What follows belongs to an exercise in optimizing a design on an open flow for small area; a production flow would make more cautious choices. The RTL was checked by simulation tests, not by an equivalence proof against the original design. No activity file was given, so power comes from the tool's default toggle rates.

==> flow/config.mk <==
export PLATFORM = sky130hd
export DESIGN_NAME = id_stage
export DESIGN_NICKNAME = id_stage
export VERILOG_FILES = /design/flow/design.v
export SDC_FILE = /design/flow/constraint.sdc
export NUM_CORES = 4
export LEC_CHECK = 0
export CAP_MARGIN = 20
export CORE_MARGIN = 2
export CORE_UTILIZATION = 40
export SETUP_SLACK_MARGIN = 0.3
export SLEW_MARGIN = 20
export SYNTH_HIERARCHICAL = 1
==> flow/constraint.sdc <==
create_clock -name core_clock -period 8.0 [get_ports {clk_i}]
set_input_delay 1.6000 -clock core_clock [delete_from_list [all_inputs] [get_ports {clk_i}]]
set_output_delay 1.6000 -clock core_clock [all_outputs]
set_load 0.01 [all_outputs]
==> flow/design.v <==
package id_pkg;
  typedef logic [31:0] word_t;
  typedef logic [4:0]  reg_addr_t;
  typedef logic [1:0]  mem_size_t;
  localparam logic [6:0] OPC_OP     = 7'h33;
  localparam logic [6:0] OPC_OP_IMM = 7'h13;
  localparam logic [6:0] OPC_LUI    = 7'h37;
  localparam logic [6:0] OPC_AUIPC  = 7'h17;
  localparam logic [6:0] OPC_LOAD   = 7'h03;
  localparam logic [6:0] OPC_STORE  = 7'h23;
  localparam logic [6:0] OPC_BRANCH = 7'h63;
  localparam logic [6:0] OPC_JAL    = 7'h6f;
  localparam word_t PC_INCR = 32'd4;
  typedef enum logic [4:0] {
    ALU_ADD, ALU_SUB, ALU_XOR, ALU_OR, ALU_AND,
    ALU_SLL, ALU_SRL, ALU_SRA, ALU_SLT, ALU_SLTU,
    ALU_EQ, ALU_NE, ALU_LT, ALU_GE, ALU_LTU, ALU_GEU
  } alu_op_e;
  typedef enum logic [1:0] {OP_A_REG, OP_A_PC, OP_A_ZERO} op_a_sel_e;
  typedef enum logic {OP_B_REG, OP_B_IMM} op_b_sel_e;
  typedef enum logic [2:0] {IMM_I, IMM_S, IMM_B, IMM_U, IMM_J, IMM_INCR} imm_b_sel_e;
  typedef enum logic {RF_WD_EX, RF_WD_LSU} rf_wd_sel_e;
  typedef enum logic {IDLE, WAIT_MULTICYCLE} id_fsm_e;
  typedef struct packed {
    word_t instr;
    word_t pc;
  } fetch_t;
  typedef struct packed {
    logic       rf_we;
    rf_wd_sel_e rf_wd_sel;
    reg_addr_t  raddr_a;
    reg_addr_t  raddr_b;
    reg_addr_t  waddr;
    alu_op_e    alu_op;
    op_a_sel_e  op_a_sel;
    op_b_sel_e  op_b_sel;
    imm_b_sel_e imm_b_sel;
    logic       data_req;
    logic       data_we;
    mem_size_t  data_size;
    logic       data_sign_ext;
    logic       branch;
    logic       jump;
    logic       illegal;
  } dec_ctrl_t;
  typedef struct packed {
    word_t i;
    word_t s;
    word_t b;
    word_t u;
    word_t j;
  } imm_set_t;
  typedef struct packed {
    alu_op_e alu_op;
    word_t   operand_a;
    word_t   operand_b;
  } ex_req_t;
  typedef struct packed {
    logic      req;
    logic      we;
    mem_size_t size;
    logic      sign_ext;
    word_t     wdata;
  } lsu_req_t;
endpackage
`timescale 1ns/1ns
module id_rf_aoi222 (
  input  logic a0, b0, a1, b1, a2, b2,
  output logic y
);
  assign y = ~((a0 & b0) | (a1 & b1) | (a2 & b2));
endmodule
module id_rf_aoi22 (
  input  logic a0, b0, a1, b1,
  output logic y
);
  assign y = ~((a0 & b0) | (a1 & b1));
endmodule
module id_rf_nand2 (
  input  logic a, b,
  output logic y
);
  assign y = ~(a & b);
endmodule
module id_rf_nand3 (
  input  logic a, b, c,
  output logic y
);
  assign y = ~(a & b & c);
endmodule
module id_rf_nand4 (
  input  logic a, b, c, d,
  output logic y
);
  assign y = ~(a & b & c & d);
endmodule
module id_rf_or3 (
  input  logic a, b, c,
  output logic y
);
  assign y = a | b | c;
endmodule
module id_rf_column (
  input  logic [31:0] sel_i,
  input  logic [31:0] data_i,
  output logic        y_o
);
  logic [10:0] t;
  for (genvar g = 0; g < 10; g++) begin : g_aoi
    id_rf_aoi222 u_aoi (
      .a0 (sel_i[3*g+1]), .b0 (data_i[3*g+1]),
      .a1 (sel_i[3*g+2]), .b1 (data_i[3*g+2]),
      .a2 (sel_i[3*g+3]), .b2 (data_i[3*g+3]),
      .y  (t[g])
    );
  end
  id_rf_aoi22 u_aoi_last (
    .a0 (sel_i[31]), .b0 (data_i[31]),
    .a1 (sel_i[0]),  .b1 (data_i[0]),
    .y  (t[10])
  );
  logic [2:0] p;
  id_rf_nand4 u_nand_0 (.a(t[0]), .b(t[1]), .c(t[2]), .d(t[3]), .y(p[0]));
  id_rf_nand4 u_nand_1 (.a(t[4]), .b(t[5]), .c(t[6]), .d(t[7]), .y(p[1]));
  id_rf_nand3 u_nand_2 (.a(t[8]), .b(t[9]), .c(t[10]), .y(p[2]));
  id_rf_or3   u_or     (.a(p[0]), .b(p[1]), .c(p[2]), .y(y_o));
endmodule
`timescale 1ns/1ns
module id_stage (
  input  logic        clk_i,
  input  logic        rst_ni,
  input  logic [31:0] fetch_instr_i,
  input  logic [31:0] fetch_pc_i,
  input  logic        instr_new_i,
  input  logic        branch_decision_i,
  input  logic        ex_valid_i,
  input  logic        lsu_valid_i,
  input  logic        lsu_load_err_i,
  input  logic [31:0] regfile_wdata_ex_i,
  input  logic [31:0] regfile_wdata_lsu_i,
  output logic [4:0]  ex_alu_op_o,
  output logic [31:0] ex_operand_a_o,
  output logic [31:0] ex_operand_b_o,
  output logic        lsu_req_o,
  output logic        lsu_we_o,
  output logic [1:0]  lsu_size_o,
  output logic        lsu_sign_ext_o,
  output logic [31:0] lsu_wdata_o,
  output logic        id_ready_o,
  output logic        pc_set_o,
  output logic        instr_ret_o,
  output logic        illegal_insn_o
);
  id_pkg::dec_ctrl_t ctrl;
  id_pkg::imm_set_t  imm;
  logic [6:0]        opcode;
  logic [2:0]        funct3;
  logic [6:0]        funct7;
  id_pkg::reg_addr_t rs1;
  id_pkg::reg_addr_t rs2;
  id_pkg::reg_addr_t rd;
  assign opcode = fetch_instr_i[6:0];
  assign rd     = fetch_instr_i[11:7];
  assign funct3 = fetch_instr_i[14:12];
  assign rs1    = fetch_instr_i[19:15];
  assign rs2    = fetch_instr_i[24:20];
  assign funct7 = fetch_instr_i[31:25];
  always_comb begin
    imm.i = {{20{fetch_instr_i[31]}}, fetch_instr_i[31:20]};
    imm.s = {{20{fetch_instr_i[31]}}, fetch_instr_i[31:25], fetch_instr_i[11:7]};
    imm.b = {{19{fetch_instr_i[31]}}, fetch_instr_i[31], fetch_instr_i[7], fetch_instr_i[30:25],
               fetch_instr_i[11:8], 1'b0};
    imm.u = {fetch_instr_i[31:12], 12'b0};
    imm.j = {{12{fetch_instr_i[31]}}, fetch_instr_i[19:12], fetch_instr_i[20], fetch_instr_i[30:21], 1'b0};
  end
  always_comb begin
    ctrl.rf_we         = 1'b0;
    ctrl.rf_wd_sel     = id_pkg::RF_WD_EX;
    ctrl.raddr_a       = rs1;
    ctrl.raddr_b       = rs2;
    ctrl.waddr         = rd;
    ctrl.alu_op        = id_pkg::ALU_ADD;
    ctrl.op_a_sel      = id_pkg::OP_A_REG;
    ctrl.op_b_sel      = id_pkg::OP_B_IMM;
    ctrl.imm_b_sel     = id_pkg::IMM_I;
    ctrl.data_req      = 1'b0;
    ctrl.data_we       = 1'b0;
    ctrl.data_size     = funct3[1:0];
    ctrl.data_sign_ext = ~funct3[2];
    ctrl.branch        = 1'b0;
    ctrl.jump          = 1'b0;
    ctrl.illegal       = 1'b0;
    case (opcode)
      id_pkg::OPC_OP_IMM: begin
        ctrl.rf_we = 1'b1;
        case (funct3)
          3'b000: ctrl.alu_op = id_pkg::ALU_ADD;
          3'b010: ctrl.alu_op = id_pkg::ALU_SLT;
          3'b011: ctrl.alu_op = id_pkg::ALU_SLTU;
          3'b100: ctrl.alu_op = id_pkg::ALU_XOR;
          3'b110: ctrl.alu_op = id_pkg::ALU_OR;
          3'b111: ctrl.alu_op = id_pkg::ALU_AND;
          3'b001: begin
            ctrl.alu_op  = id_pkg::ALU_SLL;
            ctrl.illegal = (funct7 != 7'b0000000);
          end
          default: begin
            ctrl.alu_op  = funct7[5] ? id_pkg::ALU_SRA : id_pkg::ALU_SRL;
            ctrl.illegal = ({funct7[6], funct7[4:0]} != 6'b0);
          end
        endcase
      end
      id_pkg::OPC_OP: begin
        ctrl.rf_we    = 1'b1;
        ctrl.op_b_sel = id_pkg::OP_B_REG;
        case ({funct7, funct3})
          {7'b0000000, 3'b000}: ctrl.alu_op = id_pkg::ALU_ADD;
          {7'b0100000, 3'b000}: ctrl.alu_op = id_pkg::ALU_SUB;
          {7'b0000000, 3'b001}: ctrl.alu_op = id_pkg::ALU_SLL;
          {7'b0000000, 3'b010}: ctrl.alu_op = id_pkg::ALU_SLT;
          {7'b0000000, 3'b011}: ctrl.alu_op = id_pkg::ALU_SLTU;
          {7'b0000000, 3'b100}: ctrl.alu_op = id_pkg::ALU_XOR;
          {7'b0000000, 3'b101}: ctrl.alu_op = id_pkg::ALU_SRL;
          {7'b0100000, 3'b101}: ctrl.alu_op = id_pkg::ALU_SRA;
          {7'b0000000, 3'b110}: ctrl.alu_op = id_pkg::ALU_OR;
          {7'b0000000, 3'b111}: ctrl.alu_op = id_pkg::ALU_AND;
          default:              ctrl.illegal = 1'b1;
        endcase
      end
      id_pkg::OPC_LUI: begin
        ctrl.rf_we     = 1'b1;
        ctrl.op_a_sel  = id_pkg::OP_A_ZERO;
        ctrl.imm_b_sel = id_pkg::IMM_U;
      end
      id_pkg::OPC_AUIPC: begin
        ctrl.rf_we     = 1'b1;
        ctrl.op_a_sel  = id_pkg::OP_A_PC;
        ctrl.imm_b_sel = id_pkg::IMM_U;
      end
      id_pkg::OPC_LOAD: begin
        ctrl.rf_we     = 1'b1;
        ctrl.rf_wd_sel = id_pkg::RF_WD_LSU;
        ctrl.data_req  = 1'b1;
        ctrl.illegal   = (funct3[1:0] == 2'b11) || (funct3 == 3'b110);
      end
      id_pkg::OPC_STORE: begin
        ctrl.data_req  = 1'b1;
        ctrl.data_we   = 1'b1;
        ctrl.imm_b_sel = id_pkg::IMM_S;
        ctrl.illegal   = funct3[2] || (funct3[1:0] == 2'b11);
      end
      id_pkg::OPC_BRANCH: begin
        ctrl.branch    = 1'b1;
        ctrl.op_b_sel  = id_pkg::OP_B_REG;
        ctrl.imm_b_sel = id_pkg::IMM_B;
        case (funct3)
          3'b000:  ctrl.alu_op = id_pkg::ALU_EQ;
          3'b001:  ctrl.alu_op = id_pkg::ALU_NE;
          3'b100:  ctrl.alu_op = id_pkg::ALU_LT;
          3'b101:  ctrl.alu_op = id_pkg::ALU_GE;
          3'b110:  ctrl.alu_op = id_pkg::ALU_LTU;
          3'b111:  ctrl.alu_op = id_pkg::ALU_GEU;
          default: ctrl.illegal = 1'b1;
        endcase
      end
      id_pkg::OPC_JAL: begin
        ctrl.jump      = 1'b1;
        ctrl.rf_we     = 1'b1;
        ctrl.op_a_sel  = id_pkg::OP_A_PC;
        ctrl.imm_b_sel = id_pkg::IMM_INCR;
      end
      default: ctrl.illegal = 1'b1;
    endcase
    if (ctrl.illegal) begin
      ctrl.rf_we    = 1'b0;
      ctrl.data_req = 1'b0;
      ctrl.data_we  = 1'b0;
      ctrl.branch   = 1'b0;
      ctrl.jump     = 1'b0;
    end
  end
  logic wait_q, wait_d;
  logic branch_set_q, branch_set_d;
  logic jump_set;
  logic multicycle;
  logic stall;
  logic complete;
  logic executing;
  logic regfile_we;
  assign multicycle = ctrl.data_req | ctrl.branch | ctrl.jump;
  assign executing  = instr_new_i | (multicycle & wait_q);
  always_ff @(posedge clk_i or negedge rst_ni) begin
    if (!rst_ni) begin
      wait_q       <= 1'b0;
      branch_set_q <= 1'b0;
    end else begin
      wait_q       <= wait_d;
      branch_set_q <= branch_set_d;
    end
  end
  always_comb begin
    wait_d       = wait_q;
    branch_set_d = 1'b0;
    jump_set     = 1'b0;
    stall        = 1'b0;
    complete     = 1'b0;
    instr_ret_o  = 1'b0;
    if (!wait_q) begin
      if (instr_new_i) begin
        if (ctrl.data_req) begin
          wait_d = 1'b1;
          stall  = 1'b1;
        end else if (ctrl.branch) begin
          wait_d       = branch_decision_i;
          stall        = branch_decision_i;
          branch_set_d = branch_decision_i;
          instr_ret_o  = ~branch_decision_i;
        end else if (ctrl.jump) begin
          wait_d   = 1'b1;
          stall    = 1'b1;
          jump_set = 1'b1;
        end else begin
          instr_ret_o = ~ctrl.illegal;
        end
      end
    end else begin
      if (ctrl.data_req ? lsu_valid_i : (ex_valid_i & ~branch_set_q)) begin
        wait_d      = 1'b0;
        complete    = 1'b1;
        instr_ret_o = 1'b1;
      end else begin
        stall = 1'b1;
      end
    end
  end
  always_comb begin
    if (!executing || ctrl.illegal) begin
      regfile_we = 1'b0;
    end else if (ctrl.data_req || ctrl.jump) begin
      regfile_we = complete & ctrl.rf_we & ~(ctrl.data_req & lsu_load_err_i);
    end else begin
      regfile_we = ctrl.rf_we;
    end
  end
  assign id_ready_o = ~stall;
  assign pc_set_o   = branch_set_q | jump_set;
  id_pkg::word_t regfile_wdata;
  logic [31:1]   valid_q;
  logic [31:1]   we_dec;
  logic [31:0]   sel_a;
  logic [31:0]   sel_b;
  logic [31:0]   rf_bit [32];   
  assign regfile_wdata = (ctrl.rf_wd_sel == id_pkg::RF_WD_LSU) ? regfile_wdata_lsu_i
                                                               : regfile_wdata_ex_i;
  always_comb begin
    we_dec = '0;
    sel_a  = '0;
    sel_b  = '0;
    for (int i = 1; i < 32; i++) begin
      we_dec[i] = regfile_we && (ctrl.waddr == i[4:0]);
      sel_a[i]  = valid_q[i] && (ctrl.raddr_a == i[4:0]) &&
                  (ctrl.op_a_sel == id_pkg::OP_A_REG);
      sel_b[i]  = valid_q[i] && (ctrl.raddr_b == i[4:0]);
    end
    sel_a[0] = (ctrl.op_a_sel == id_pkg::OP_A_PC);
  end
  always_ff @(posedge clk_i or negedge rst_ni) begin
    if (!rst_ni) begin
      valid_q <= '0;
    end else begin
      valid_q <= valid_q | we_dec;
    end
  end
  for (genvar i = 1; i < 32; i++) begin : g_reg
    id_pkg::word_t q;
    always_ff @(posedge clk_i) begin
      if (we_dec[i]) begin
        q <= regfile_wdata;
      end
    end
    for (genvar b = 0; b < 32; b++) begin : g_bit
      assign rf_bit[b][i] = q[b];
    end
  end
  id_pkg::word_t rdata_b;
  id_pkg::word_t imm_b;
  for (genvar b = 0; b < 32; b++) begin : g_col
    id_rf_column u_col_a (
      .sel_i  (sel_a),
      .data_i ({rf_bit[b][31:1], fetch_pc_i[b]}),
      .y_o    (ex_operand_a_o[b])
    );
    id_rf_column u_col_b (
      .sel_i  (sel_b),
      .data_i ({rf_bit[b][31:1], 1'b0}),
      .y_o    (rdata_b[b])
    );
  end
  always_comb begin
    case (ctrl.imm_b_sel)
      id_pkg::IMM_I:    imm_b = imm.i;
      id_pkg::IMM_S:    imm_b = imm.s;
      id_pkg::IMM_B:    imm_b = imm.b;
      id_pkg::IMM_U:    imm_b = imm.u;
      id_pkg::IMM_J:    imm_b = imm.j;
      id_pkg::IMM_INCR: imm_b = id_pkg::PC_INCR;
      default:          imm_b = '0;
    endcase
  end
  assign ex_alu_op_o    = ctrl.alu_op;
  assign ex_operand_b_o = (ctrl.op_b_sel == id_pkg::OP_B_IMM) ? imm_b : rdata_b;
  assign lsu_req_o      = ctrl.data_req & executing;
  assign lsu_we_o       = ctrl.data_we;
  assign lsu_size_o     = ctrl.data_size;
  assign lsu_sign_ext_o = ctrl.data_sign_ext;
  assign lsu_wdata_o    = rdata_b;
  assign illegal_insn_o = ctrl.illegal;
endmodule
==> flow/run.sh <==
#!/bin/bash
# synth_recipe.tcl (not shown) runs the flow's synth.tcl, then flattens the netlist and writes it again
# the make line also repeats each setting of config.mk as NAME=value (left out here)
make -C /OpenROAD-flow-scripts/flow DESIGN_CONFIG=/design/flow/config.mk WORK_HOME=/design/flow/orfs CLKGATE_MAP_FILE= SYNTH_SCRIPT=/design/flow/synth_recipe.tcl finish
==> qor.yml, run 1 <==
global_routing:
  grt.total_usage_pct: 32.8
  grt_pass1_wl_mm: 248
  antenna_found_initial: 28
  first_global_vias: 32100
  grt_overflow_total: 0
  grt_max_degree: 36
layout:
  final_cell_area_mm2: 0.0515
  drive_gt1_share_pct: 15.3
  fin_cells: 4447
  syn_to_final_growth_pct: 21.5
  final_nets: 3100
routing:
  via_count: 33600
  drt_iter0_drc: 9192
  wirelength_mm: 184
  viasPerCell: 7.55
  drc: 0
  first_pass_iters: 13
  post_drt_wl_per_cell_um: 41.3
  detail-route-antenna-nets: 0
sta:
  fin_crit_ps: 7840
  finClkSkew_ps: 26.3
  drv_slew: 0
  finalCritPeriodShare_pct: 98.0
  tightest_slew_ps: 1230
  timing.fmax_mhz: 128
  tns_ps: 0
  relSlewSlack_pct: 18.1
  setup_violations: 0
  rsz0062_at_grt: "no"
  final-hold-violation-count: 0
floorplanning:
  die-area_mm2: 0.109
  fp-row-count: 119
  boundaryPins: 245
  dieWidth_um: 330
  initial_utilization_pct: 40.3
  die_h_um: 330
  core_area_mm2: 0.105
critical_path:
  cp.required_ps: 6400
  path_class: "input pin to primary output"
  end_kind: "primary output"
  cp.arrival_ps: 6240
  crit_fanout: 10
  start_kind: "input pin"
clock_tree:
  cts_tree: "built"
  postCtsSetupRepairBufs: 0
  htree_levels: 3
  holdBufCountCts: 0
  clockRootBuffer: "clkbuf_16"
  cts_made_buffers: 105
  numClockSinks: 1025
  ctsResizeCount: 0
  clockBufferDepth: 3
  clock_latency_ps: 700
  clk_pin_slew_ps: 60
synth:
  yosysSeqAreaShare_pct: 72.2
  yosysTopAreaCellShare_pct: 70.3
  syn_area_mm2: 0.0424
  synth_cell_types: 65
  yosys.area.top_type: "edfxtp_1"
  synthTopCellsByArea: "edfxtp_1 (70%), a222oi_1 (15%), dfrtp_1 (1.9%), nand4_1 (1.9%), a22oi_2 (1.9%)"
  syn_inst: 2431
  async_flop_share_pct: 3.22
  yosys_register_bits: 1025
  ys_warn_count: 8
  syn_avg_cell_area_um2: 17.4
  ys.flop_type: "edfxtp_1"
  synth_edf_count: 992
power:
  vdd_drop_max_uv: 185
  cellPowerDensity_mw_per_mm2: 217
  power.leakage_nw: 16.8
run_status:
  status: "complete, no violations"
placement:
  dpl.cell_count: 4245
  hpwl_mm: 112
  port_buffers: 243
  place_congestion: 0.923
  place_area_mm2: 0.0481
job:
  drv_cap: 0
hold_path:
  min_path_type: "register to register"
-- critical path, stage by stage --
cell and delay, ps:
clkdlybuf4s50_1 880, nor2b_1 660, and3_1 950, buf_4 380, a222oi_1 130, nand4_1 140
or3_1 620, a221o_1 280, clkdlybuf4s50_1 560
-- synthesized netlist by cell type, types with 12 or more instances --
cell type / count
dfrtp_1: 33
a21o_1: 15
a221o_1: 19
nor2b_1: 23
mux2_2: 32
edfxtp_1: 992
a22oi_2: 64
nor2_1: 27
nand4_1: 131
or2_1: 14
nand2_1: 42
nand3_1: 77
and3_1: 74
nor4_2: 15
or3_1: 66
nor3_1: 12
a222oi_1: 641
clkbuf_1: 17
-- layer usage --
layer	wire length [µm]	part of all wire [%]	global-route usage, %	up-vias
met5	326	0.18	0	-
met4	10800	5.9	16.8	24
met3	30200	16	11.8	640
met2	79600	43	49.3	3414
met1	62700	34	41.7	16700
li1	-	-	-	12800
-- stage by stage --
stage,hold WS [ps],worst slack (ps),util [%],total power [mW]
after floorplan,433,468,-,6.15
final,482,159,49.0,11.2
after detailed placement,464,382,45.8,6.38
after global placement,462,359,45.7,6.37
after CTS,476,367,49.0,11.2
after global routing,503,378,49.0,11.4
-- power by group --
group          internal [mW]  switching (mW)  total, mW
Combinational          0.140           0.251      0.391
Clock                   2.72            2.16       4.88
Sequential              5.89        0.000557       5.89
-- cell families after synthesis --
group	after synthesis	share of synthesized area (%)
compound gates	788	18.6
xor+xnor	1	0.0207
fa+ha+maj	5	0.142
buf+inv	50	0.584
flops	1025	72.2
mux	38	0.992
other cells	1	0.00885
simple gates	523	7.42
-- per-module statistics from Yosys (local to each module, per instance), a selection --
| module | cells inside | copies in the design | flip-flops and latches |
|---|---|---|---|
| id_rf_aoi22 | 1 | 64 | 0 |
| id_rf_aoi222 | 1 | 640 | 0 |
| id_rf_nand3 | 1 | 64 | 0 |
| id_rf_nand4 | 1 | 128 | 0 |
| id_rf_or3 | 1 | 64 | 0 |
| id_stage | 1471 | 1 | 1025 |
-- registers in the layout, summed over array words and instances (netlist names) --
| register | flops |
|---|---|
| valid_q | 31 |
| g.q | 992 |
| wait_q | 1 |
| branch_set_q | 1 |
-- layout by cell type, fill, tap and decap left out, drive strengths merged, types with 6 or more instances in the layout --
cell,count
edfxtp,992
a222oi,641
clkdlybuf4s50,243
buf,156
nand4,131
clkbuf,129
nand3,77
and3,74
or3,66
a22oi,66
conb,65
clkinv,47
nand2,42
dfrtp,33
mux2,32
nor2,27
nor4,27
nor2b,23
a221o,19
or2,18
a21o,15
inv,13
nor3,12
o21ai,11
and2,10
bufinv,9
diode,7
a21oi,7
clkinvlp,7
mux2i,6
-- layout make-up --
class	instances	area [µm²]
Fill cell	8840	53600
Sequential cell	1025	30600
Multi-Input combinational cell	1420	12000
Timing Repair Buffer	399	3680
Clock buffer	129	2720
Tap cell	1391	1740
Clock inverter	66	657
Inverter	10	37.5
Antenna cell	7	17.5
-- worst paths after layout --
check,cells after the start,slack [ps],from,endpoint
worst max register to register,8,4550,branch_set_q$_DFF_PN0_,g_reg[24].q[28]$_DFFE_PP_
max in group asynchronous,2,6300,rst_ni,valid_q[18]$_DFF_PN0_
worst max-delay path,9,160,fetch_instr_i[24],ex_operand_b_o[23]
min in group asynchronous,2,1330,rst_ni,wait_q$_DFF_PN0_
worst min register to register,1,480,valid_q[13]$_DFF_PN0_,valid_q[13]$_DFF_PN0_
worst min-delay path,1,480,valid_q[13]$_DFF_PN0_,valid_q[13]$_DFF_PN0_
==> run 2: changes to the inputs <==
--- a/flow/design.v
+++ b/flow/design.v
@@ -70,12 +70,6 @@
 );
   assign y = ~((a0 & b0) | (a1 & b1) | (a2 & b2));
 endmodule
-module id_rf_aoi22 (
-  input  logic a0, b0, a1, b1,
-  output logic y
-);
-  assign y = ~((a0 & b0) | (a1 & b1));
-endmodule
 module id_rf_nand2 (
   input  logic a, b,
   output logic y
@@ -94,6 +88,12 @@
 );
   assign y = ~(a & b & c & d);
 endmodule
+module id_rf_ao2111 (
+  input  logic a0, b0, c, d, e,
+  output logic y
+);
+  assign y = (a0 & b0) | c | d | e;
+endmodule
 module id_rf_or3 (
   input  logic a, b, c,
   output logic y
@@ -101,11 +101,36 @@
   assign y = a | b | c;
 endmodule
 module id_rf_column (
-  input  logic [31:0] sel_i,
-  input  logic [31:0] data_i,
+  input  logic [31:1] sel_i,
+  input  logic [31:1] data_i,
+  input  logic        extra_sel_i,
+  input  logic        extra_i,
+  output logic        y_o
+);
+  logic [10:0] t;
+  logic [2:0]  p;
+  for (genvar g = 0; g < 10; g++) begin : g_aoi
+    id_rf_aoi222 u_aoi (
+      .a0 (sel_i[3*g+1]), .b0 (data_i[3*g+1]),
+      .a1 (sel_i[3*g+2]), .b1 (data_i[3*g+2]),
+      .a2 (sel_i[3*g+3]), .b2 (data_i[3*g+3]),
+      .y  (t[g])
+    );
+  end
+  id_rf_nand2 u_nand_31 (.a(sel_i[31]), .b(data_i[31]), .y(t[10]));
+  id_rf_nand4  u_nand_0 (.a(t[0]), .b(t[1]), .c(t[2]), .d(t[3]), .y(p[0]));
+  id_rf_nand4  u_nand_1 (.a(t[4]), .b(t[5]), .c(t[6]), .d(t[7]), .y(p[1]));
+  id_rf_nand3  u_nand_2 (.a(t[8]), .b(t[9]), .c(t[10]), .y(p[2]));
+  id_rf_ao2111 u_or     (.a0(extra_sel_i), .b0(extra_i), .c(p[0]), .d(p[1]), .e(p[2]),
+                         .y(y_o));
+endmodule
+module id_rf_column31 (
+  input  logic [31:1] sel_i,
+  input  logic [31:1] data_i,
   output logic        y_o
 );
   logic [10:0] t;
+  logic [2:0]  p;
   for (genvar g = 0; g < 10; g++) begin : g_aoi
     id_rf_aoi222 u_aoi (
       .a0 (sel_i[3*g+1]), .b0 (data_i[3*g+1]),
@@ -114,12 +139,7 @@
       .y  (t[g])
     );
   end
-  id_rf_aoi22 u_aoi_last (
-    .a0 (sel_i[31]), .b0 (data_i[31]),
-    .a1 (sel_i[0]),  .b1 (data_i[0]),
-    .y  (t[10])
-  );
-  logic [2:0] p;
+  id_rf_nand2 u_nand_31 (.a(sel_i[31]), .b(data_i[31]), .y(t[10]));
   id_rf_nand4 u_nand_0 (.a(t[0]), .b(t[1]), .c(t[2]), .d(t[3]), .y(p[0]));
   id_rf_nand4 u_nand_1 (.a(t[4]), .b(t[5]), .c(t[6]), .d(t[7]), .y(p[1]));
   id_rf_nand3 u_nand_2 (.a(t[8]), .b(t[9]), .c(t[10]), .y(p[2]));
@@ -386,13 +406,15 @@
   id_pkg::word_t imm_b;
   for (genvar b = 0; b < 32; b++) begin : g_col
     id_rf_column u_col_a (
-      .sel_i  (sel_a),
-      .data_i ({rf_bit[b][31:1], fetch_pc_i[b]}),
-      .y_o    (ex_operand_a_o[b])
+      .sel_i       (sel_a[31:1]),
+      .data_i      (rf_bit[b][31:1]),
+      .extra_sel_i (sel_a[0]),
+      .extra_i     (fetch_pc_i[b]),
+      .y_o         (ex_operand_a_o[b])
     );
-    id_rf_column u_col_b (
-      .sel_i  (sel_b),
-      .data_i ({rf_bit[b][31:1], 1'b0}),
+    id_rf_column31 u_col_b (
+      .sel_i  (sel_b[31:1]),
+      .data_i (rf_bit[b][31:1]),
       .y_o    (rdata_b[b])
     );
   end
==> flow/flow/run.sh (new file) <==
#!/bin/bash
# Standard ORFS layout with three changes:
#  - port buffers are buf_1 instead of the default buffer cell,
#  - nets with a fanout of 20 or more get one buf_2 before repair_design,
#  - CTS uses clkbuf_8 with larger sink clusters and no dummy loads.
set -euo pipefail
W=$(pwd)
cat >> config.mk <<EOM
export PRE_RESIZE_TCL = $W/flow/pre_resize.tcl
export BUFFER_PORTS_ARGS = -buffer_cell sky130_fd_sc_hd__buf_1
export CTS_ARGS = -sink_clustering_enable -repair_clock_nets -buf_list sky130_fd_sc_hd__clkbuf_8 -sink_clustering_size 16 -sink_clustering_max_diameter 50 -dont_use_dummy_load
EOM
bash standard.sh finish > standard.log 2>&1
==> flow/flow/pre_resize.tcl (new file) <==
# Give every high-fanout signal net one buffer next to its driver, so that
# repair_design does not build a tree of large buffers for it.
set fo_min 20
set n_buf 0
foreach net [get_nets *] {
  set name [get_property $net name]
  if { $name == "clk_i" } { continue }
  set loads [get_pins -of_objects $net -filter "direction==input"]
  set drv [get_pins -of_objects $net -filter "direction==output"]
  if { [llength $loads] >= $fo_min && [llength $drv] == 1 } {
    set loc [[[sta::sta_to_db_pin $drv] getInst] getLocation]
    insert_buffer -buffer_cell sky130_fd_sc_hd__buf_2 -net $name \
      -location [list [expr {[lindex $loc 0] / 1000.0}] [expr {[lindex $loc 1] / 1000.0}]]
    incr n_buf
  }
}
puts "pre_resize: buffered $n_buf high-fanout nets"
==> flow/standard.sh (new file) <==
#!/bin/bash
# synth_recipe.tcl (not shown) runs the flow's synth.tcl, then flattens the netlist and writes it again
# the make line also repeats each setting of config.mk as NAME=value (left out here)
make -C /OpenROAD-flow-scripts/flow DESIGN_CONFIG=/design/flow/config.mk WORK_HOME=/design/flow/orfs CLKGATE_MAP_FILE= SYNTH_SCRIPT=/design/flow/synth_recipe.tcl "${@:-finish}"
--- a/flow/config.mk
+++ b/flow/config.mk
@@ -7,7 +7,11 @@
 export LEC_CHECK = 0
 export CAP_MARGIN = 20
 export CORE_MARGIN = 2
-export CORE_UTILIZATION = 40
+export CORE_UTILIZATION = 65
+export GPL_TIMING_DRIVEN = 0
 export SETUP_SLACK_MARGIN = 0.3
 export SLEW_MARGIN = 20
 export SYNTH_HIERARCHICAL = 1
+export PRE_RESIZE_TCL = /design/flow/flow/pre_resize.tcl
+export BUFFER_PORTS_ARGS = -buffer_cell sky130_fd_sc_hd__buf_1
+export CTS_ARGS = -sink_clustering_enable -repair_clock_nets -buf_list sky130_fd_sc_hd__clkbuf_8 -sink_clustering_size 16 -sink_clustering_max_diameter 50 -dont_use_dummy_load
removed: flow/run.sh
==> run 2 against run 1 <==
Effect of this change: worst hold slack got worse by 6.8 ps; synthesized cell count did not move; setup slack improved by 530 ps; combinational power fell by 34%; non-clock buffer count rose by 5; clock skew rose by 40 ps; power fell by 21%; utilization rose by 23 points; area after synthesis fell by 0.94%; clock power fell by 46%; sequential share of layout area rose by 7.3 points; global-route usage rose by 12 points; critical path type unchanged; largest power group unchanged.
==> qor.yml, run 2 <==
synth:
  synthAdderAreaFrac_pct: 0.143  # +0.0014 points
  async_flop_share_pct: 3.22  # unchanged
  synth_common_cells: "edfxtp_1 (992), a222oi_1 (641), nand4_1 (131), nand2_1 (106), nand3_1 (77)"
  synth_xor_area_share_pct: 0.0209  # +0.00020 points
  yosysSeqAreaShare_pct: 72.9  # +0.69 points
  synth_simple_gate_area_share_pct: 7.59  # +0.17 points
  synth_edf_count: 992  # unchanged
  yosysTopAreaCellShare_pct: 71.0  # +0.67 points
  ys_warn_count: 9  # +1
  synthTopCellsByArea: "edfxtp_1 (71%), a222oi_1 (15%), dfrtp_1 (2.0%), nand4_1 (2.0%), and3_1 (1.1%)"
  syn_area_mm2: 0.0420  # -0.94%
  ys.flop_type: "edfxtp_1"
  synth_cell_types: 65  # unchanged
  syn_avg_cell_area_um2: 17.3  # -0.94%
  synthMuxAreaShare_pct: 1.00  # +0.0095 points
  synth_top_family_by_area: "compound AO/OA/AOI/OAI gates"
  syn_inst: 2431  # unchanged
  yosys_register_bits: 1025  # unchanged
  synth-compound-area-share_pct: 17.7  # -0.87 points
  yosysMostFrequentCell: "edfxtp_1"
  yosys.area.top_type: "edfxtp_1"
critical_path:
  cp.required_ps: 6400  # about the same
  cp.arrival_ps: 5720  # -520 ps
  path_buf_inv: 5  # +2
  cp-endpoint: "ex_operand_a_o[25]"
  crit_start: "fetch_instr_i[6]"
  crit_path_top_delay_cell: "a2111o_1"
  reg2reg_depth: 8  # unchanged
  reg2reg_to: "g_reg[4].q[19]$_DFFE_PP_"
  path_class: "input pin to primary output"
  crit_fanout: 32  # +22
  crit_cells: 13  # +4
  r2r_slack_ps: 4280  # -270 ps
  crit_chain: "buf_1, and3b_1, buf_2, a22o_1, nand2_1, clkbuf_1, and3_1, and3_1, buf_2, a222oi_1, nand4_1, a2111o_1, buf_1"
  start_kind: "input pin"
  crit_family: "simple AND/OR/NAND/NOR gates"
  slowest_delay_ps: 560  # -390 ps
  end_kind: "primary output"
  r2r-start: "branch_set_q$_DFF_PN0_"
sta:
  rsz0062_at_grt: "no"
  setup_violations: 0  # unchanged
  finClkSkew_ps: 66.6  # +40.3 ps
  timing.final.ws_setup_ps: 684  # +525 ps
  final-hold-violation-count: 0  # unchanged
  relSlewSlack_pct: 15.2  # -2.9 points
  fin_crit_ps: 7320  # -525 ps
  hold_ws_ps: 475  # -6.83 ps
  timing.fmax_mhz: 137  # +7.2%
  finalCritPeriodShare_pct: 91.4  # -6.6 points
  tightest_slew_ps: 1270  # +44.2 ps
  drv_slew: 0  # unchanged
clock_tree:
  clk_pin_slew_ps: 60  # about the same
  cts_tree: "built"
  clockRootBuffer: "clkbuf_8"
  cts_made_buffers: 92  # -12%
  postCtsSetupRepairBufs: 0  # unchanged
  clock_latency_ps: 760  # +60 ps
  ctsResizeCount: 0  # unchanged
  numClockSinks: 1025  # unchanged
  holdBufCountCts: 0  # unchanged
  clockBufferDepth: 3  # unchanged
  htree_levels: 3  # unchanged
global_routing:
  first_global_vias: 30900  # -3.9%
  grt_overflow_total: 0  # unchanged
  grt_max_degree: 34  # -5.6%
  grt.total_usage_pct: 45.2  # +12 points
  antenna_found_initial: 6  # -79%
  grt_pass1_wl_mm: 213  # -14%
floorplanning:
  die-area_mm2: 0.0666  # -39%
  die_h_um: 258  # -22%
  initial_utilization_pct: 65.5  # +25 points
  boundaryPins: 245  # unchanged
  core_area_mm2: 0.0641  # -39%
  dieWidth_um: 258  # -22%
  fp-row-count: 93  # -22%
layout:
  register_area_mm2: 0.0306  # unchanged
  multi_input_area_mm2: 0.0111  # -7.7%
  fill_cells: 4139  # -53%
  final_nets: 3028  # -2.3%
  largest_register_ffs: 992  # unchanged
  drive_gt1_share_pct: 10.3  # -4.9 points
  final_cell_mix: "edfxtp_1 (992), a222oi_1 (641), buf_1 (238), buf_2 (133), nand4_1 (131)"
  syn_to_final_growth_pct: 9.28
  fin_cells: 3744  # -16%
  final_common_cell: "edfxtp_1"
  reg_top3: "g.q: 992 flops, valid_q: 31 flops"
  top_register: "g.q"
routing:
  drc: 0  # unchanged
  via_count: 32600  # -2.8%
  wirelength_mm: 154  # -16%
  first_pass_iters: 13  # unchanged
  drt_iter0_drc: 9462  # +2.9%
  post_drt_wl_per_cell_um: 41.2  # -0.25%
  viasPerCell: 8.72  # +15%
  detail-route-antenna-nets: 0  # unchanged
placement:
  port_buffers: 236  # -2.9%
  post-place-ws_ps: 926  # +545 ps
  place_congestion: 1.04  # +13%
  hpwl_mm: 88.7  # -21%
  dpl.cell_count: 3650  # -14%
run_status:
  status: "complete, no violations"
job:
  drv_cap: 0  # unchanged
power:
  cellPowerDensity_mw_per_mm2: 192  # -12%
  vdd_drop_max_uv: 199  # +7.4%
  power.leakage_nw: 15.0  # -11%
  total_power_mw: 8.79  # -21%
hold_path:
  min_path_type: "register to register"
[run 2: cell count changes after synthesis]
cell,before,now
or3_1,66,34
a22oi_2,64,0
a2111o_1,0,32
nand2_1,42,106
[run 2: cell families after synthesis]
group           count (synthesis)
xor+xnor                        1
simple gates                  555
compound gates                756
buf+inv                        50
flops                        1025
fa+ha+maj                       5
mux                            38
other cells                     1
[run 2: power breakdown]
part           internal, mW  switching [mW]  total [mW]  leakage [nW]
clock                  1.02            1.63        2.65         0.661
sequential             5.88        0.000448        5.88          9.37
combinational        0.0603           0.196       0.257          4.94
total                  6.96            1.82        8.79          15.0
[run 2: Yosys stat by module, one instance, submodules excluded, a selection]
module        cells  flops+latches
id_rf_nand3       1              0
id_rf_nand4       1              0
id_rf_aoi222      1              0
id_stage       1471           1025
id_rf_nand2       1              0
id_rf_ao2111      1              0
id_rf_or3         1              0
[run 2: per-layer routing]
layer | vias to the layer above | share of wire, % | GRT usage, %
met5 | - | 0.11 | 1.78
met3 | 633 | 19 | 15.8
li1 | 12600 | - | -
met2 | 3864 | 43 | 66.5
met1 | 15600 | 30 | 58.1
met4 | 10 | 7.5 | 28.0
[run 2: cell type report]
cell class	count	share of cell area, %
well taps	855	2.33
plain buffers	40	0.458
clock buffers	92	2.76
repair buffers	364	3.39
inverters	10	0.0818
diodes	2	0.0109
flip-flops and latches	1025	66.7
multi-input cells	1356	24.2
[run 2: how the worst min path moves through the flow]
stage	slack (ps)	depth (start not counted)	from	to
floorplan	430	1	valid_q[10]$_DFF_PN0_	valid_q[10]$_DFF_PN0_
global placement	450	1	valid_q[3]$_DFF_PN0_	valid_q[3]$_DFF_PN0_
detailed placement	460	1	valid_q[23]$_DFF_PN0_	valid_q[23]$_DFF_PN0_
CTS	470	1	valid_q[28]$_DFF_PN0_	valid_q[28]$_DFF_PN0_
global route	500	1	valid_q[3]$_DFF_PN0_	valid_q[3]$_DFF_PN0_
finish	470	1	valid_q[23]$_DFF_PN0_	valid_q[23]$_DFF_PN0_
[run 2: through the flow]
stage          cell area, µm²  utilization (%)  TNS [ps]
2_1_floorplan           42000                -         0
3_3_place_gp            43900             68.5  -1485490
3_5_place_dp            44600             69.6         0
4_1_cts                 45900             71.5         0
5_1_grt                 45900             71.6         0
6_report                45900             71.6         0
==> run 3: changes to the inputs <==
--- a/flow/design.v
+++ b/flow/design.v
@@ -70,6 +70,24 @@
 );
   assign y = ~((a0 & b0) | (a1 & b1) | (a2 & b2));
 endmodule
+module id_rf_and2 (
+  input  logic a, b,
+  output logic y
+);
+  assign y = a & b;
+endmodule
+module id_rf_and3 (
+  input  logic a, b, c,
+  output logic y
+);
+  assign y = a & b & c;
+endmodule
+module id_rf_ao22 (
+  input  logic a0, b0, a1, b1,
+  output logic y
+);
+  assign y = (a0 & b0) | (a1 & b1);
+endmodule
 module id_rf_nand2 (
   input  logic a, b,
   output logic y
@@ -370,19 +388,36 @@
   logic [31:0]   sel_a;
   logic [31:0]   sel_b;
   logic [31:0]   rf_bit [32];   
-  assign regfile_wdata = (ctrl.rf_wd_sel == id_pkg::RF_WD_LSU) ? regfile_wdata_lsu_i
-                                                               : regfile_wdata_ex_i;
+  logic wd_lsu, wd_ex;
+  assign wd_lsu = (ctrl.rf_wd_sel == id_pkg::RF_WD_LSU);
+  assign wd_ex  = ~wd_lsu;
+  for (genvar b = 0; b < 32; b++) begin : g_wdata
+    id_rf_ao22 u_wd (
+      .a0 (wd_lsu), .b0 (regfile_wdata_lsu_i[b]),
+      .a1 (wd_ex),  .b1 (regfile_wdata_ex_i[b]),
+      .y  (regfile_wdata[b])
+    );
+  end
+  logic [7:0] w_hi, a_hi, b_hi;
+  logic [3:0] w_lo, a_lo, b_lo;
   always_comb begin
-    we_dec = '0;
-    sel_a  = '0;
-    sel_b  = '0;
-    for (int i = 1; i < 32; i++) begin
-      we_dec[i] = regfile_we && (ctrl.waddr == i[4:0]);
-      sel_a[i]  = valid_q[i] && (ctrl.raddr_a == i[4:0]) &&
-                  (ctrl.op_a_sel == id_pkg::OP_A_REG);
-      sel_b[i]  = valid_q[i] && (ctrl.raddr_b == i[4:0]);
+    for (int j = 0; j < 8; j++) begin
+      w_hi[j] = regfile_we && (ctrl.waddr[4:2] == j[2:0]);
+      a_hi[j] = (ctrl.op_a_sel == id_pkg::OP_A_REG) && (ctrl.raddr_a[4:2] == j[2:0]);
+      b_hi[j] = (ctrl.raddr_b[4:2] == j[2:0]);
+    end
+    for (int k = 0; k < 4; k++) begin
+      w_lo[k] = (ctrl.waddr[1:0] == k[1:0]);
+      a_lo[k] = (ctrl.raddr_a[1:0] == k[1:0]);
+      b_lo[k] = (ctrl.raddr_b[1:0] == k[1:0]);
     end
-    sel_a[0] = (ctrl.op_a_sel == id_pkg::OP_A_PC);
+  end
+  assign sel_a[0] = (ctrl.op_a_sel == id_pkg::OP_A_PC);
+  assign sel_b[0] = 1'b0;
+  for (genvar i = 1; i < 32; i++) begin : g_dec
+    id_rf_and2 u_we (.a(w_hi[i/4]), .b(w_lo[i%4]), .y(we_dec[i]));
+    id_rf_and3 u_sel_a (.a(a_hi[i/4]), .b(a_lo[i%4]), .c(valid_q[i]), .y(sel_a[i]));
+    id_rf_and3 u_sel_b (.a(b_hi[i/4]), .b(b_lo[i%4]), .c(valid_q[i]), .y(sel_b[i]));
   end
   always_ff @(posedge clk_i or negedge rst_ni) begin
     if (!rst_ni) begin
==> flow/flow/run.sh (replaced) <==
#!/bin/bash
# Standard ORFS layout with these changes:
#  - port buffers are buf_1 instead of the default buffer cell,
#  - nets with a fanout of 20 or more get an x2 AND-type driver or one buf_2
#    before repair_design,
#  - CTS uses clkbuf_8 with larger sink clusters and no dummy loads,
#  - synthesis buffers are removed at floorplan.
set -euo pipefail
W=$(pwd)
cat >> config.mk <<EOM
export PRE_RESIZE_TCL = $W/flow/pre_resize.tcl
export BUFFER_PORTS_ARGS = -buffer_cell sky130_fd_sc_hd__buf_1
export CTS_ARGS = -sink_clustering_enable -repair_clock_nets -buf_list sky130_fd_sc_hd__clkbuf_8 -sink_clustering_size 16 -sink_clustering_max_diameter 50 -dont_use_dummy_load
export REMOVE_ABC_BUFFERS = 1
EOM
bash standard.sh finish > standard.log 2>&1
==> flow/flow/pre_resize.tcl (replaced) <==
# High-fanout signal nets: an AND-type driver is swapped for its x2 size;
# any other driver gets one buf_2 next to it. This keeps repair_design from
# building trees of large buffers for these nets.
set fo_min 20
set upsize {and2_1 and2_2 and3_1 and3_2 a22o_1 a22o_2 a21o_1 a21o_2 or2_1 or2_2 or3_1 or3_2}
set n_up 0
set n_buf 0
foreach net [get_nets *] {
  set name [get_property $net name]
  if { $name == "clk_i" } { continue }
  set loads [get_pins -of_objects $net -filter "direction==input"]
  set drv [get_pins -of_objects $net -filter "direction==output"]
  if { [llength $loads] < $fo_min || [llength $drv] != 1 } { continue }
  set inst [[sta::sta_to_db_pin $drv] getInst]
  set master [string map {sky130_fd_sc_hd__ ""} [[$inst getMaster] getName]]
  set i [lsearch -exact $upsize $master]
  if { $i >= 0 && $i % 2 == 0 } {
    replace_cell [$inst getName] sky130_fd_sc_hd__[lindex $upsize [expr {$i + 1}]]
    incr n_up
  } else {
    set loc [$inst getLocation]
    insert_buffer -buffer_cell sky130_fd_sc_hd__buf_2 -net $name \
      -location [list [expr {[lindex $loc 0] / 1000.0}] [expr {[lindex $loc 1] / 1000.0}]]
    incr n_buf
  }
}
puts "pre_resize: upsized $n_up and buffered $n_buf high-fanout nets"
--- a/flow/config.mk
+++ b/flow/config.mk
@@ -7,7 +7,7 @@
 export LEC_CHECK = 0
 export CAP_MARGIN = 20
 export CORE_MARGIN = 2
-export CORE_UTILIZATION = 65
+export CORE_UTILIZATION = 72
 export GPL_TIMING_DRIVEN = 0
 export SETUP_SLACK_MARGIN = 0.3
 export SLEW_MARGIN = 20
@@ -15,3 +15,4 @@
 export PRE_RESIZE_TCL = /design/flow/flow/pre_resize.tcl
 export BUFFER_PORTS_ARGS = -buffer_cell sky130_fd_sc_hd__buf_1
 export CTS_ARGS = -sink_clustering_enable -repair_clock_nets -buf_list sky130_fd_sc_hd__clkbuf_8 -sink_clustering_size 16 -sink_clustering_max_diameter 50 -dont_use_dummy_load
+export REMOVE_ABC_BUFFERS = 1
==> run 3 against run 2 <==
Effect of this change: highest routed layer unchanged; combinational power down 2%; fmax shrank 0.20%; sequential share of layout area is 1.8 points higher; clock skew shrank 5.8 ps; setup slack got worse by 14 ps; register-to-register slack got worse by 30 ps; critical path depth fell by 4; final area fell by 2.7%; worst hold slack better by 5.9 ps; critical path type unchanged; clock-buffer cell count down 6; largest cell class unchanged; utilization grew 7.2 points; largest power group unchanged.
==> qor.yml, run 3 <==
run_status:
  status: "complete, no violations"
global_routing:
  first_global_vias: 30400  # -1.5%
  grt.total_usage_pct: 48.3  # +3.1 points
  grt_pass1_wl_mm: 204  # -4.2%
  grt_max_degree: 45  # +32%
  antenna_found_initial: 7  # +1
  grt_overflow_total: 0  # unchanged
critical_path:
  reg2reg_depth: 4  # -4
  cp.arrival_ps: 5730  # about the same
  r2r-start: "wait_q$_DFF_PN0_"
  start_kind: "input pin"
  r2r_slack_ps: 4250  # -30 ps
  path_class: "input pin to primary output"
  end_kind: "primary output"
  crit_fanout: 32  # unchanged
  cp.required_ps: 6400  # about the same
  reg2reg_to: "g_reg[6].q[11]$_DFFE_PP_"
power:
  p_comb_share_pct: 2.9  # about the same
  p_int_mw: 6.90  # -0.92%
  switching_share_pct: 20.6  # -0.20 points
  switching_power_mw: 1.78  # -2.1%
  cellPowerDensity_mw_per_mm2: 194  # +1.5%
  vdd_drop_max_uv: 185  # -6.8%
  total_power_mw: 8.68  # -1.2%
  clockPowerShare_pct: 29.3  # -0.8 points
  power.leakage_nw: 14.2  # -5.2%
  seq_power_share_pct: 67.8  # +0.9 points
layout:
  final_cell_mix: "edfxtp_1 (992), a222oi_1 (640), buf_1 (243), nand4_1 (130), nand2_1 (95)"
  post-route-util_pct: 78.7  # +7.2 points
  final_nets: 2835  # -6.4%
  drive_gt1_share_pct: 9.67  # -0.65 points
  largest_register_ffs: 992  # unchanged
  syn_to_final_growth_pct: 7.67
  final_common_cell: "edfxtp_1"
  register_area_mm2: 0.0306  # unchanged
  final_cell_area_mm2: 0.0447  # -2.7%
  multi_input_area_mm2: 0.0109  # -2.2%
  reg_top3: "g.q: 992 flops, valid_q: 31 flops"
  top_register: "g.q"
  fin_cells: 3462  # -7.5%
  fill_cells: 3100  # -25%
placement:
  dpl.cell_count: 3365  # -7.8%
  port_buffers: 243  # +3.0%
  place_area_mm2: 0.0434  # -2.7%
  place_congestion: 0.978  # -6.3%
  post-place-ws_ps: 563  # -363 ps
  hpwl_mm: 83.2  # -6.3%
sta:
  timing.fmax_mhz: 136  # -0.20%
  fin_crit_ps: 7330  # +14.4 ps
  finalCritPeriodShare_pct: 91.6  # +0.18 points
  relSlewSlack_pct: 13.5  # -1.7 points
  tns_ps: 0  # unchanged
  drv_slew: 0  # unchanged
  setup_violations: 0  # unchanged
  timing.final.ws_setup_ps: 670  # -14.4 ps
  rsz0062_at_grt: "no"
  tightest_slew_ps: 1300  # +24.8 ps
  finClkSkew_ps: 60.8  # -5.76 ps
  hold_ws_ps: 481  # +5.88 ps
  final-hold-violation-count: 0  # unchanged
routing:
  post_drt_wl_per_cell_um: 42.5  # +3.2%
  wirelength_mm: 147  # -4.6%
  viasPerCell: 9.29  # +6.6%
  first_pass_iters: 13  # unchanged
  drc: 0  # unchanged
  drt_iter0_drc: 10200  # +7.6%
  detail-route-antenna-nets: 0  # unchanged
  via_count: 32200  # -1.4%
clock_tree:
  clk_pin_slew_ps: 60  # about the same
  htree_levels: 3  # unchanged
  holdBufCountCts: 0  # unchanged
  postCtsSetupRepairBufs: 0  # unchanged
  numClockSinks: 1025  # unchanged
  ctsResizeCount: 0  # unchanged
  clock_latency_ps: 730  # -30 ps
  cts_made_buffers: 86  # -6.5%
  clockRootBuffer: "clkbuf_8"
  cts_tree: "built"
  clockBufferDepth: 3  # unchanged
synth:
  synth_edf_count: 992  # unchanged
  syn_avg_cell_area_um2: 17.4  # +0.69%
  async_flop_share_pct: 3.22  # unchanged
  synth_top_family_by_area: "compound AO/OA/AOI/OAI gates"
  yosysMostFrequentCell: "edfxtp_1"
  synth_simple_gate_area_share_pct: 7.34  # -0.25 points
  synth-compound-area-share_pct: 18.4  # +0.67 points
  synthTopCellsByArea: "edfxtp_1 (72%), a222oi_1 (15%), dfrtp_1 (2.0%), nand4_1 (2.0%), and3_1 (0.95%)"
  ys_warn_count: 9  # unchanged
  ys.flop_type: "edfxtp_1"
  yosys_register_bits: 1025  # unchanged
  yosysTopAreaCellShare_pct: 71.8  # +0.87 points
  syn_area_mm2: 0.0415  # -1.2%
  synthAdderAreaFrac_pct: 0  # -0.14 points
  syn_inst: 2385  # -1.9%
  yosysSeqAreaShare_pct: 73.8  # +0.90 points
  synth_cell_types: 57  # -12%
  yosys.area.top_type: "edfxtp_1"
  synth_common_cells: "edfxtp_1 (992), a222oi_1 (640), nand4_1 (130), nand2_1 (95), nand3_1 (68)"
  synthMuxAreaShare_pct: 0.0241  # -0.98 points
  synth_xor_area_share_pct: 0.0422  # +0.021 points
floorplanning:
  core_area_mm2: 0.0567  # -12%
  fp-row-count: 87  # -6.5%
  die-area_mm2: 0.0595  # -11%
  die_h_um: 244  # -5.5%
  boundaryPins: 245  # unchanged
  dieWidth_um: 244  # -5.5%
  initial_utilization_pct: 73.1  # +7.6 points
hold_path:
  min-delay-start: "valid_q[6]$_DFF_PN0_"
  hold_end: "valid_q[6]$_DFF_PN0_"
  min_path_cells: 1  # unchanged
  min_path_type: "register to register"
job:
  drv_cap: 0  # unchanged
## run 3: layout make-up
cell class	count	area share, %
Sequential cell	1025	68.6
Multi-Input combinational cell	1326	24.4
Clock buffer	86	2.65
Timing Repair Buffer	253	2.20
Tap cell	756	2.12
Inverter	8	0.0672
Antenna cell	8	0.0448
## run 3: modules after synthesis, one instance, submodules excluded, a selection
module | times used | flip-flops and latches
id_rf_ao22 | 32 | 0
id_rf_or3 | 32 | 0
id_rf_nand3 | 64 | 0
id_rf_nand2 | 64 | 0
id_rf_aoi222 | 640 | 0
id_rf_and3 | 62 | 0
id_rf_and2 | 31 | 0
id_rf_nand4 | 128 | 0
id_stage | 1 | 1025
id_rf_ao2111 | 32 | 0
## run 3: power groups by stage
stage / Combinational, mW / Clock, mW / Sequential [mW]
after global routing: 0.260 / 2.69 / 5.89
after detailed placement: 0.236 / 0 / 6.01
final: 0.251 / 2.54 / 5.89
after global placement: 0.226 / 0 / 6.01
after floorplan: 0.106 / 0 / 6.01
after CTS: 0.237 / 2.51 / 5.89
## run 3: cell families (layout without fill, tap and decap cells)
| kind of cell | count (synthesis) | in the layout |
|---|---|---|
| compound gates | 781 | 781 |
| xor+xnor | 2 | 2 |
| buf+inv | 34 | 347 |
| flops | 1025 | 1025 |
| mux | 1 | 1 |
| other cells | 1 | 9 |
| simple gates | 541 | 541 |
## run 3: worst max path at each step
stage	startpoint	endpoint	slack [ps]
floorplan	fetch_instr_i[6]	ex_operand_b_o[12]	1730
global placement	fetch_instr_i[6]	ex_operand_b_o[16]	-3360
detailed placement	fetch_instr_i[5]	ex_operand_a_o[17]	560
CTS	fetch_instr_i[5]	ex_operand_a_o[17]	540
global route	fetch_instr_i[6]	ex_operand_a_o[18]	740
finish	fetch_instr_i[20]	ex_operand_b_o[1]	670
## run 3: per-layer routing
layer	track usage, %	vias up	wire length (µm)
met1	62.0	15000	41300
met2	69.6	4260	62300
met4	33.6	6	13100
li1	-	12100	-
met5	0	-	42
met3	17.4	789	30500
## run 3: critical path: stages
cell and delay, ps:
buf_1 530, nor2b_1 890, and3_2 1040, a222oi_1 260, nand4_1 270, or3_1 470
nand2_1 100, o21ai_0 280, buf_1 210
==> run 4: changes to the inputs <==
==> flow/flow/run.sh (replaced) <==
#!/bin/bash
# Standard ORFS layout with these changes:
#  - port buffers are buf_1 instead of the default buffer cell,
#  - nets with a fanout of 20 or more get an x2 AND-type driver or one buf_2
#    before repair_design,
#  - CTS uses clkbuf_4 with larger sink clusters and no dummy loads,
#  - synthesis buffers are removed at floorplan.
set -euo pipefail
W=$(pwd)
cat >> config.mk <<EOM
export PRE_RESIZE_TCL = $W/flow/pre_resize.tcl
export BUFFER_PORTS_ARGS = -buffer_cell sky130_fd_sc_hd__buf_1
export CTS_ARGS = -sink_clustering_enable -repair_clock_nets -buf_list sky130_fd_sc_hd__clkbuf_4 -sink_clustering_size 10 -sink_clustering_max_diameter 35 -dont_use_dummy_load
export REMOVE_ABC_BUFFERS = 1
EOM
bash standard.sh finish > standard.log 2>&1
--- a/flow/config.mk
+++ b/flow/config.mk
@@ -14,5 +14,5 @@
 export SYNTH_HIERARCHICAL = 1
 export PRE_RESIZE_TCL = /design/flow/flow/pre_resize.tcl
 export BUFFER_PORTS_ARGS = -buffer_cell sky130_fd_sc_hd__buf_1
-export CTS_ARGS = -sink_clustering_enable -repair_clock_nets -buf_list sky130_fd_sc_hd__clkbuf_8 -sink_clustering_size 16 -sink_clustering_max_diameter 50 -dont_use_dummy_load
+export CTS_ARGS = -sink_clustering_enable -repair_clock_nets -buf_list sky130_fd_sc_hd__clkbuf_4 -sink_clustering_size 10 -sink_clustering_max_diameter 35 -dont_use_dummy_load
 export REMOVE_ABC_BUFFERS = 1
==> run 4 against run 3 <==
Effect of this change: clock-buffer cell count is 54 higher; setup slack improved by 5.9 ps; flip-flop and latch count did not move; area after synthesis did not move; final area is 0.36% lower; first-iteration DRC count is 2.3% lower; utilization down 0.28 points; sequential power is essentially flat; routed wire length is 0.26% higher; critical path type unchanged; highest routed layer unchanged.
==> qor.yml, run 4 <==
synth:
  synthTopCellsByArea: "edfxtp_1 (72%), a222oi_1 (15%), dfrtp_1 (2.0%), nand4_1 (2.0%), and3_1 (0.95%)"
  ys_warn_count: 9  # unchanged
  synth_xor_area_share_pct: 0.0422  # unchanged
  syn_inst: 2385  # unchanged
  synth-compound-area-share_pct: 18.4  # unchanged
  yosys_register_bits: 1025  # unchanged
  synthAdderAreaFrac_pct: 0  # unchanged
  synth_top_family_by_area: "compound AO/OA/AOI/OAI gates"
  synth_cell_types: 57  # unchanged
  yosysSeqAreaShare_pct: 73.8  # unchanged
  syn_area_mm2: 0.0415  # unchanged
  synth_edf_count: 992  # unchanged
  syn_avg_cell_area_um2: 17.4  # unchanged
  synthMuxAreaShare_pct: 0.0241  # unchanged
  yosysTopAreaCellShare_pct: 71.8  # unchanged
  synth_common_cells: "edfxtp_1 (992), a222oi_1 (640), nand4_1 (130), nand2_1 (95), nand3_1 (68)"
  async_flop_share_pct: 3.22  # unchanged
  yosysMostFrequentCell: "edfxtp_1"
  ys.flop_type: "edfxtp_1"
  synth_simple_gate_area_share_pct: 7.34  # unchanged
  yosys.area.top_type: "edfxtp_1"
layout:
  final_nets: 2887  # +1.8%
  final_cell_mix: "edfxtp_1 (992), a222oi_1 (640), buf_1 (243), clkbuf_4 (140), nand4_1 (130)"
  drive_gt1_share_pct: 11.4  # +1.7 points
  final_common_cell: "edfxtp_1"
  reg_top3: "g.q: 992 flops, valid_q: 31 flops"
  largest_register_ffs: 992  # unchanged
  fin_cells: 3513  # +1.5%
  syn_to_final_growth_pct: 7.29
  top_register: "g.q"
global_routing:
  grt_overflow_total: 0  # unchanged
  grt_max_degree: 45  # unchanged
  gr-usage-met3_pct: 19.2  # +1.8 points
  busiest_layer: "met2"
  use_met1_pct: 61.3  # -0.65 points
  grt.total_usage_pct: 48.7  # +0.32 points
  grt_util_met2_pct: 70.1  # +0.47 points
  antenna_found_initial: 6  # -1
  first_global_vias: 30900  # +1.6%
  grt_pass1_wl_mm: 204  # +0.15%
placement:
  place_congestion: 0.978  # unchanged
  hpwl_mm: 83.2  # unchanged
  port_buffers: 243  # unchanged
  post-place-ws_ps: 563  # unchanged
  dpl.cell_count: 3365  # unchanged
floorplanning:
  dieWidth_um: 244  # unchanged
  fp-row-count: 87  # unchanged
  die_h_um: 244  # unchanged
  die-area_mm2: 0.0595  # unchanged
  initial_utilization_pct: 73.1  # unchanged
  core_area_mm2: 0.0567  # unchanged
  boundaryPins: 245  # unchanged
run_status:
  status: "complete, no violations"
sta:
  fin_crit_ps: 7320  # -5.92 ps
  relSlewSlack_pct: 16.9  # +3.3 points
  timing.final.ws_setup_ps: 676  # +5.92 ps
  timing.fmax_mhz: 137  # about the same
  finClkSkew_ps: 105  # +43.9 ps
  drv_slew: 0  # unchanged
  final-hold-violation-count: 0  # unchanged
  tightest_slew_ps: 1250  # -50.0 ps
  finalCritPeriodShare_pct: 91.6  # about the same
  rsz0062_at_grt: "no"
  setup_violations: 0  # unchanged
routing:
  first_pass_iters: 12  # -1
  drt_iter0_drc: 9948  # -2.3%
  detail-route-antenna-nets: 0  # unchanged
  viasPerCell: 9.25  # -0.44%
  drc: 0  # unchanged
  wirelength_mm: 148  # +0.26%
  post_drt_wl_per_cell_um: 42.0  # -1.2%
  via_count: 32500  # +1.0%
critical_path:
  cp.required_ps: 6400  # about the same
  reg2reg_depth: 4  # unchanged
  end_kind: "primary output"
  reg2reg_to: "g_reg[10].q[18]$_DFFE_PP_"
  start_kind: "input pin"
  r2r_slack_ps: 4320  # +70 ps
  path_class: "input pin to primary output"
  crit_fanout: 32  # unchanged
  r2r-start: "wait_q$_DFF_PN0_"
  cp.arrival_ps: 5720  # about the same
hold_path:
  min_path_type: "register to register"
  min-delay-start: "valid_q[17]$_DFF_PN0_"
  min_path_cells: 1  # unchanged
  hold_end: "valid_q[17]$_DFF_PN0_"
clock_tree:
  cts_made_buffers: 140  # +63%
  numClockSinks: 1025  # unchanged
  clk_pin_slew_ps: 50  # about the same
  cts_tree: "built"
  ctsResizeCount: 0  # unchanged
  htree_levels: 4  # +1
  clockBufferDepth: 3  # unchanged
  clock_latency_ps: 1060  # +330 ps
  clockRootBuffer: "clkbuf_4"
job:
  drv_cap: 0  # unchanged
power:
  cellPowerDensity_mw_per_mm2: 192  # -1.1%
  vdd_drop_max_uv: 163  # -12%
  power.leakage_nw: 14.2  # about the same
run 4: cell counts after synthesis:
No cell type changed its count.
run 4: cell type report:
type,count,area (µm²)
flip-flops and latches,1025,30600
fillers,3169,12200
multi-input cells,1326,10900
clock buffers,140,1050
repair buffers,251,957
well taps,756,946
inverters,8,30.0
diodes,7,17.5
run 4: stage by stage:
stage | area [µm²] | hold WS (ps) | utilization, % | total power, mW | setup TNS, ps
5_1_grt | 44500 | 501 | 78.4 | 8.73 | 0
3_5_place_dp | 43400 | 462 | 76.5 | 6.24 | 0
6_report | 44500 | 489 | 78.5 | 8.56 | 0
2_1_floorplan | 41400 | 445 | - | 6.11 | 0
3_3_place_gp | 43200 | 459 | 76.2 | 6.24 | -124260
4_1_cts | 44500 | 480 | 78.4 | 8.51 | 0
run 4: report_power, final:
part	leakage, nW	total [mW]	internal (mW)	switching, mW
clock	0.644	2.42	0.805	1.62
sequential	9.37	5.89	5.88	0.00374
combinational	4.19	0.252	0.0552	0.197
total	14.2	8.56	6.74	1.82
run 4: critical path, cell delays in order:
cell and delay [ps]:
buf_1 500, nand2b_1 380, mux2i_1 190, and4_1 350
nor3_1 560, and3_2 1030, a222oi_1 330, nand4_1 290
a2111o_1 270, buf_1 190
run 4: repair_timing:
| item | 4_1_cts | 5_1_grt |
|---|---|---|
| buffers inserted | 0 | 1 |
| endpoints found under the setup margin | 0 | 18 |
| hold buffers | 0 | 0 |
run 4: worst max path at each step:
stage               slack (ps)  cells after the start            endpoint              from
floorplan                 1730                      4  ex_operand_b_o[12]  fetch_instr_i[6]
global placement         -3360                      6  ex_operand_b_o[16]  fetch_instr_i[6]
detailed placement         560                     11  ex_operand_a_o[17]  fetch_instr_i[5]
CTS                        540                     11  ex_operand_a_o[17]  fetch_instr_i[5]
global route               730                     10  ex_operand_a_o[18]  fetch_instr_i[6]
finish                     680                     10  ex_operand_a_o[22]  fetch_instr_i[6]
run 4: Yosys stat by module, one instance, submodules excluded, excerpt:
module | copies in the design | cells inside | area [µm²]
id_rf_and2 | 31 | 1 | 6.26
id_rf_and3 | 62 | 1 | 6.26
id_rf_ao2111 | 32 | 1 | 11.3
id_rf_ao22 | 32 | 1 | 8.76
id_rf_aoi222 | 640 | 1 | 10.0
id_rf_nand2 | 64 | 1 | 3.75
id_rf_nand3 | 64 | 1 | 5.00
id_rf_nand4 | 128 | 1 | 6.26
id_rf_or3 | 32 | 1 | 6.26
id_stage | 1 | 1300 | 32300
run 4: cells by family after synthesis:
kind of cell | count (synthesis)
and+or+nand+nor | 541
buffers and inverters | 34
muxes | 1
xor gates and xnor gates | 2
AOI/OAI and AO/OA | 781
DFF | 1025
other | 1
run 4: layer usage:
metal	part of all wire (%)	vias to the layer above	routed length [µm]
met2	42	4283	62400
met1	28	15100	42000
met4	8.6	10	12800
met3	20	802	30100
met5	0.16	-	231
li1	-	12300	-

-- what the ideal ports hide --
No port has a modelled driver above. Below, the same layouts with a new extraction and two added sets of constraints. Step 1 sets driving cells, clkbuf_16 on the clock port and buf_2 on the other inputs (assumed; they add their load-dependent delay and slew). Step 2 also shifts input and output timing later by t, the mid clock arrival at the registers, as if the neighbouring blocks saw the same clock. Slacks: ideal / step 1 / step 2; pairs: ideal / step 1.
run | t, ns | setup WS [ns] | latest minus earliest clock arrival (ns) | slew at the worst register clock pin (ns) | worst data-port slew with drivers (ns)
run 1 | 0.768 | 0.159 / -0.042 / -0.042 | 0.042 / 0.043 | 0.07 / 0.07 | 0.20
run 2 | 0.766 | 0.684 / 0.661 / 0.661 | 0.115 / 0.115 | 0.10 / 0.10 | 0.08
run 3 | 0.757 | 0.670 / 0.567 / 0.567 | 0.079 / 0.080 | 0.10 / 0.10 | 0.13
run 4 | 1.063 | 0.676 / 0.600 / 0.600 | 0.117 / 0.118 | 0.12 / 0.12 | 0.12
Met with ideal ports but missed after step 2: setup timing in run 1. For run 1, which loses most, drivers alone change the setup slack by -0.201 ns; drivers and shift together by -0.201 ns.
